From an optimization exercise on the open Yosys and OpenROAD flow, aimed at small area, a short achievable clock period and few clock cycles per item; shortcuts taken in it are not production practice. Only simulation tests tie the RTL to the original design; equivalence was not proved.

==> flow/design.v <==
package gf_field_pkg;
  localparam int FIELD_W = 163;
  localparam int DIGIT_W = 41;
  localparam int NUM_DIGITS = 4;
  localparam int REST_W = (NUM_DIGITS - 1) * DIGIT_W;
  localparam int TOP_W  = FIELD_W - REST_W;
  localparam int KARATSUBA_LEVELS = 3;
  typedef logic [FIELD_W-1:0] gf_elem_t;
  typedef logic [DIGIT_W-1:0] gf_digit_t;
endpackage
package mult_seq_pkg;
  localparam int NUM_STEPS = 4;
  typedef logic [NUM_STEPS-1:0] step_t;
endpackage
`timescale 1ns/1ns
module digit_feeder
(
  input  logic      clk,
  input  logic      rst_n,
  input  logic      start,
  input  gf_field_pkg::gf_elem_t  a,
  input  gf_field_pkg::gf_elem_t  b,
  output gf_field_pkg::gf_elem_t  a_reg,
  output gf_field_pkg::gf_digit_t digit,
  output mult_seq_pkg::step_t     step,
  output logic      running
);
  localparam int D = gf_field_pkg::DIGIT_W;
  localparam int R = gf_field_pkg::REST_W;
  logic [R-1:0]                        b_sh;       
  gf_field_pkg::gf_digit_t             nxt;        
  always_ff @(posedge clk or negedge rst_n) begin
    if (!rst_n) begin
      running <= 1'b0;
      step    <= '0;
    end else begin
      running <= start;
      if (!start)
        step <= '0;
      else if (!running)
        step <= mult_seq_pkg::step_t'(1);
      else
        step <= step << 1;
    end
  end
  assign nxt = running ? b_sh[R-1 -: D] : D'(b[gf_field_pkg::FIELD_W-1:R]);
  always_ff @(posedge clk) begin
    if (!running) begin
      a_reg <= a;
      b_sh  <= b[R-1:0];
    end else begin
      b_sh  <= b_sh << D;
    end
    digit <= nxt;
  end
endmodule
`timescale 1ns/1ns
module digit_mac
(
  input  logic      clk,
  input  gf_field_pkg::gf_elem_t  a_reg,
  input  gf_field_pkg::gf_digit_t digit,
  input  logic      first,
  output gf_field_pkg::gf_elem_t  acc,
  output gf_field_pkg::gf_elem_t  acc_next
);
  localparam int W  = gf_field_pkg::FIELD_W;
  localparam int D  = gf_field_pkg::DIGIT_W;
  localparam int WW = W + D;                    
  logic [W-1:0]  acc_fb;
  logic [WW-1:0] wide;
  assign acc_fb = first ? '0 : acc;
  localparam int NC = (W + D - 1) / D;          
  logic [NC*D-1:0] a_pad;
  logic [2*D-2:0]  prod [NC];
  assign a_pad = (NC*D)'(a_reg);
  for (genvar m = 0; m < NC; m++) begin : g_chunk
    clmul_kara #(.N(D), .LEVELS(gf_field_pkg::KARATSUBA_LEVELS)) u_mul (
      .x (a_pad[m*D +: D]),
      .y (digit),
      .z (prod[m])
    );
  end
  always_comb begin
    wide = {acc_fb, {D{1'b0}}};
    for (int m = 0; m < NC; m++)
      wide = wide ^ (WW'(prod[m]) << (m*D));
  end
  always_comb begin
    acc_next = wide[W-1:0];
    for (int j = 0; j < D; j++) begin
      acc_next[j]     = acc_next[j]     ^ wide[W+j];
      acc_next[j + 3] = acc_next[j + 3] ^ wide[W+j];
      acc_next[j + 6] = acc_next[j + 6] ^ wide[W+j];
      acc_next[j + 7] = acc_next[j + 7] ^ wide[W+j];
    end
  end
  always_ff @(posedge clk) acc <= acc_next;
endmodule
module clmul_kara #(
  parameter int N      = 28,
  parameter int LEVELS = 2
) (
  input  logic [N-1:0]   x,
  input  logic [N-1:0]   y,
  output logic [2*N-2:0] z
);
  if (LEVELS == 0 || N < 4) begin : g_school
    always_comb begin
      z = '0;
      for (int i = 0; i < N; i++)
        z = z ^ (((2*N-1)'(x) << i) & {(2*N-1){y[i]}});
    end
  end else begin : g_split
    localparam int L = N / 2;
    localparam int U = N - L;
    logic [2*L-2:0] zl;
    logic [2*U-2:0] zh, zm;
    clmul_kara #(.N(L), .LEVELS(LEVELS - 1)) u_lo (
      .x (x[L-1:0]),
      .y (y[L-1:0]),
      .z (zl)
    );
    clmul_kara #(.N(U), .LEVELS(LEVELS - 1)) u_hi (
      .x (x[N-1:L]),
      .y (y[N-1:L]),
      .z (zh)
    );
    clmul_kara #(.N(U), .LEVELS(LEVELS - 1)) u_mid (
      .x (x[N-1:L] ^ U'(x[L-1:0])),
      .y (y[N-1:L] ^ U'(y[L-1:0])),
      .z (zm)
    );
    assign z = (2*N-1)'(zl)
             ^ ((2*N-1)'(zm ^ zh ^ (2*U-1)'(zl)) << L)
             ^ ((2*N-1)'(zh) << (2*L));
  end
endmodule
`timescale 1ns/1ns
module result_stage
(
  input  logic     clk,
  input  logic     rst_n,
  input  logic     start,
  input  logic     last,
  input  gf_field_pkg::gf_elem_t acc_next,
  output gf_field_pkg::gf_elem_t p,
  output logic     done
);
  always_ff @(posedge clk or negedge rst_n) begin
    if (!rst_n) begin
      p    <= '0;
      done <= 1'b0;
    end else if (!start) begin
      done <= 1'b0;   
    end else if (last) begin
      p    <= acc_next;
      done <= 1'b1;
    end
  end
endmodule
`timescale 1ns/1ns
module gf_mult_top
(
  input  logic     clk,
  input  logic     rst_n,
  input  logic     start,
  input  gf_field_pkg::gf_elem_t a,
  input  gf_field_pkg::gf_elem_t b,
  output gf_field_pkg::gf_elem_t p,
  output logic     done
);
  gf_field_pkg::gf_elem_t              a_reg;
  gf_field_pkg::gf_digit_t             digit;
  mult_seq_pkg::step_t                 step;
  logic                                running;
  gf_field_pkg::gf_elem_t              acc;
  gf_field_pkg::gf_elem_t              acc_next;
  digit_feeder u_feeder (
    .clk     (clk),
    .rst_n   (rst_n),
    .start   (start),
    .a       (a),
    .b       (b),
    .a_reg   (a_reg),
    .digit   (digit),
    .step    (step),
    .running (running)
  );
  digit_mac u_mac (
    .clk      (clk),
    .a_reg    (a_reg),
    .digit    (digit),
    .first    (step[0]),
    .acc      (acc),
    .acc_next (acc_next)
  );
  result_stage u_result (
    .clk      (clk),
    .rst_n    (rst_n),
    .start    (start),
    .last     (step[gf_field_pkg::NUM_DIGITS-1]),
    .acc_next (acc_next),
    .p        (p),
    .done     (done)
  );
endmodule
Settings: LEC_CHECK=0, CAP_MARGIN=20, CORE_MARGIN=2, CORE_UTILIZATION=50, SETUP_SLACK_MARGIN=5, SLEW_MARGIN=20; clock period 8.0 ns.
run.sh (not shown) runs the stock make flow with config.mk's settings and CLKGATE_MAP_FILE= SYNTH_SCRIPT=/design/flow/synth_recipe.tcl, a recipe that flattens the netlist after the stock synthesis.
The starting point never finished: it broke off in 5_1_grt.
Testbench counts at the start, summed over its fixed seeds: cycles 2,304, items 384.
==> next run, changes <==
--- a/flow/design.v
+++ b/flow/design.v
@@ -1,16 +1,16 @@
 package gf_field_pkg;
   localparam int FIELD_W = 163;
-  localparam int DIGIT_W = 41;
-  localparam int NUM_DIGITS = 4;
+  localparam int DIGIT_W = 55;
+  localparam int NUM_DIGITS = 3;
   localparam int REST_W = (NUM_DIGITS - 1) * DIGIT_W;
   localparam int TOP_W  = FIELD_W - REST_W;
   localparam int KARATSUBA_LEVELS = 3;
   typedef logic [FIELD_W-1:0] gf_elem_t;
   typedef logic [DIGIT_W-1:0] gf_digit_t;
 endpackage
 package mult_seq_pkg;
-  localparam int NUM_STEPS = 4;
+  localparam int NUM_STEPS = 3;
   typedef logic [NUM_STEPS-1:0] step_t;
 endpackage
 `timescale 1ns/1ns
 module digit_feeder
After rerunning: The new run aborted during 5_1_grt. Synthesized area rises by 18%. Synthesized cell count rises by 22%.
Testbench counts after the change, summed over its fixed seeds: cycles 1,920, items 384.
